Source: an optimization exercise on an open RTL-to-GDS flow (aim: small area, a short achievable clock period and few clock cycles). Production flows keep margins and buffers that such runs may drop. At most, simulation tests tie the RTL to the original design; equivalence was not proved.

the previous run:
Design piecewise_linear_pixel_map_top, start of the top module:
module piecewise_linear_pixel_map_top (
	input  logic             clk,
	input  logic             arst_n,
	input  logic             s_tvalid,
	output logic             s_tready,
	input  logic [7:0]       s_tdata,     
	output logic             m_tvalid,
	input  logic             m_tready,
	output logic [7:0]       m_tdata,     
	input  logic             cfg_we,
	input  logic [IDX_W-1:0] cfg_addr,
	input  logic [PT_W-1:0]  cfg_wdata
);
Size in the first run: about 2300 cells after synthesis, about 430 flip-flops, ~42 I/O pins, about 24000 um2 of cells after synthesis.
clock: 8.5 ns
lec_check: 0
cap_margin: 20
core_margin: 2
core_utilization: 55
cts_cluster_diameter: 100
cts_cluster_size: 20
setup_slack_margin: 4.8
slew_margin: 20
run.sh (not shown) runs the stock make flow with config.mk's settings and CLKGATE_MAP_FILE= SYNTH_SCRIPT=/design/flow/synth_recipe.tcl, a recipe that flattens the netlist after the stock synthesis.
diff inputs: the previous run => the current run
-- flow/config.mk --
<<< the previous run, line 8
export CAP_MARGIN = 20
export CORE_MARGIN = 2
export CORE_UTILIZATION = 55
export CTS_CLUSTER_DIAMETER = 100
export CTS_CLUSTER_SIZE = 20
export SETUP_SLACK_MARGIN = 4.8
export SLEW_MARGIN = 20
>>> the current run, line 8
export CAP_MARGIN = 20
export CORE_MARGIN = 2
export CORE_UTILIZATION = 60
export CTS_CLUSTER_DIAMETER = 90
export CTS_CLUSTER_SIZE = 24
export SETUP_SLACK_MARGIN = 4.8
export SLEW_MARGIN = 20
==> results.txt <==
The current run completed every stage of the flow, and the final layout passed the timing, design-rule and antenna checks. Changes observed in the current run relative to the previous run: total number of sequential cells did not really move; critical path depth went down. Delta (the current run minus the previous run): async set-or-reset flop fraction in the synthesized netlist closely matched the old numbers. The slowest cell on the critical path comes out sky130_fd_sc_hd__fa_1 in one run and sky130_fd_sc_hd__clkdlybuf4s50_1 in the other, namely in the previous run and the current run respectively. Worst slew margin relative to its limit was lower in the previous run than in the current run. Compared to the previous run, the current run has met3 wirelength from detailed routing 9.1% higher.
Function was not checked in any run of this note: the RTL went through the layout flow alone.


## v38
piecewise_linear_pixel_map_top, a different RTL version from the one above (not shown whole).
Size in the first run: ~2,200 cells after synthesis, roughly 480 flip-flops, about 42 I/O pins, about 0.024 mm² of cells after synthesis.
clock: 8.5 ns
lec_check: 0
cap_margin: 20
core_margin: 2
core_utilization: 55
cts_cluster_diameter: 150
cts_cluster_size: 16
setup_slack_margin: 5.0
slew_margin: 20
v38 finished every step from synthesis to the final layout, and the layout passed the timing, design-rule and antenna checks.
Testbench counts of v38, summed over its fixed seeds: cycles 131,360.
Here is what was changed in the inputs of v13 compared with v38.
- CTS_CLUSTER_SIZE now 30, was 16
- CTS_CLUSTER_DIAMETER now 80, was 150
Findings:
Higher cell count along the critical path was reported by v13, not v38. In v13, post-layout worst setup margin is higher than in v38. A worst setup path endpoint of u_dp.el2_q[7]$_DFF_P_ is what v38 shows, while u_q.ent_q[47]$_DFFE_PP_ belongs to v13.
[inputs] v22 vs v13
- CTS_CLUSTER_SIZE now 20, was 30
- CTS_CLUSTER_DIAMETER now 100, was 80
Results
- In summary, v22 completed successfully, with a layout that passed the timing, design-rule and antenna checks.
- v13 went all the way through the flow, and no timing, DRC or antenna check failed.
- Initial core utilization came out exactly the same in v22 and v13.
- Compared with v13, v22 improves vias after detailed routing.


piecewise_linear_pixel_map_top again, from the RTL that the note above started with.
clock: 8.5 ns
lec_check: 0
cap_margin: 20
core_margin: 2
core_utilization: 55
cts_cluster_diameter: 200
cts_cluster_size: 20
setup_slack_margin: 5.0
slew_margin: 20
Testbench counts at the start, summed over its fixed seeds: cycles 131,360.
Change:
- CTS_CLUSTER_DIAMETER: 200 -> default
- CTS_CLUSTER_SIZE: 20 -> default
Effect: The changed run finished clean. Design area goes up by 3.3%. Fmax is higher by 0.73%. Hold slack is about the same. Core utilization rose by 2.1 points. Via count hardly moves.


piecewise_linear_pixel_map_top again, from the RTL that the note above started with.
Settings: LEC_CHECK=0, CAP_MARGIN=20, CORE_MARGIN=2, CORE_UTILIZATION=55, CTS_CLUSTER_DIAMETER=100, CTS_CLUSTER_SIZE=20, SETUP_SLACK_MARGIN=4.8, SLEW_MARGIN=20; clock period 8.5 ns.
The starting point finished clean.
Testbench counts at the start, summed over its fixed seeds: cycles 131,360.
==> next run, changes <==
Settings changed: SETUP_SLACK_MARGIN 4.8 to 4.5.
Outcome: Clock skew came out lower by 3.3 ps. Area after synthesis is unchanged. Critical path depth came out higher by 1. Count of clock-buffer cells in the layout came out higher by 1. Register-to-register slack is worse by 210 ps. Die area stays the same.

-- port drivers added, routing unchanged --
The flow's constraints put no driver on any port. The routed layouts listed below were extracted and timed again, unchanged, in two steps. Step 1 assumes that a clkbuf_16 drives the clock port and a buf_2 every other input. Step 2, shift: input delay + t, output delay - t, t = (earliest + latest rising clock arrival at the registers) / 2. This alone moves slack from input paths to output paths. a / b / c = no drivers / after step 1 / after step 2; a / b = the first two.
run	t (ns)	setup WS [ns]	hold WS [ns]	worst data-port slew with drivers (ns)
the previous run	0.631	4.840 / 4.840 / 4.314	0.301 / 0.301 / 0.301	0.04
the current run	0.635	4.825 / 4.861 / 4.226	0.321 / 0.321 / 0.321	0.05
v38	0.607	4.881 / 4.886 / 4.279	0.319 / 0.319 / 0.319	0.06
v13	0.636	4.908 / 4.908 / 4.316	0.328 / 0.328 / 0.328	0.06
v22	0.639	4.907 / 4.921 / 4.282	0.327 / 0.327 / 0.327	0.06
the first run of note 3	0.643	4.869 / 4.874 / 4.231	0.322 / 0.322 / 0.322	0.06
the second run of note 3	0.635	4.895 / 4.895 / 4.268	0.320 / 0.320 / 0.320	0.06
the first run of note 4	0.625	4.846 / 4.879 / 4.256	0.319 / 0.319 / 0.319	0.05
the second run of note 4	0.644	4.533 / 4.575 / 3.931	0.329 / 0.329 / 0.329	0.05
After both steps setup and hold are still met in every run listed. For the first run of note 3, which loses most, drivers alone change the setup slack by +0.005 ns; drivers and shift together by -0.638 ns.
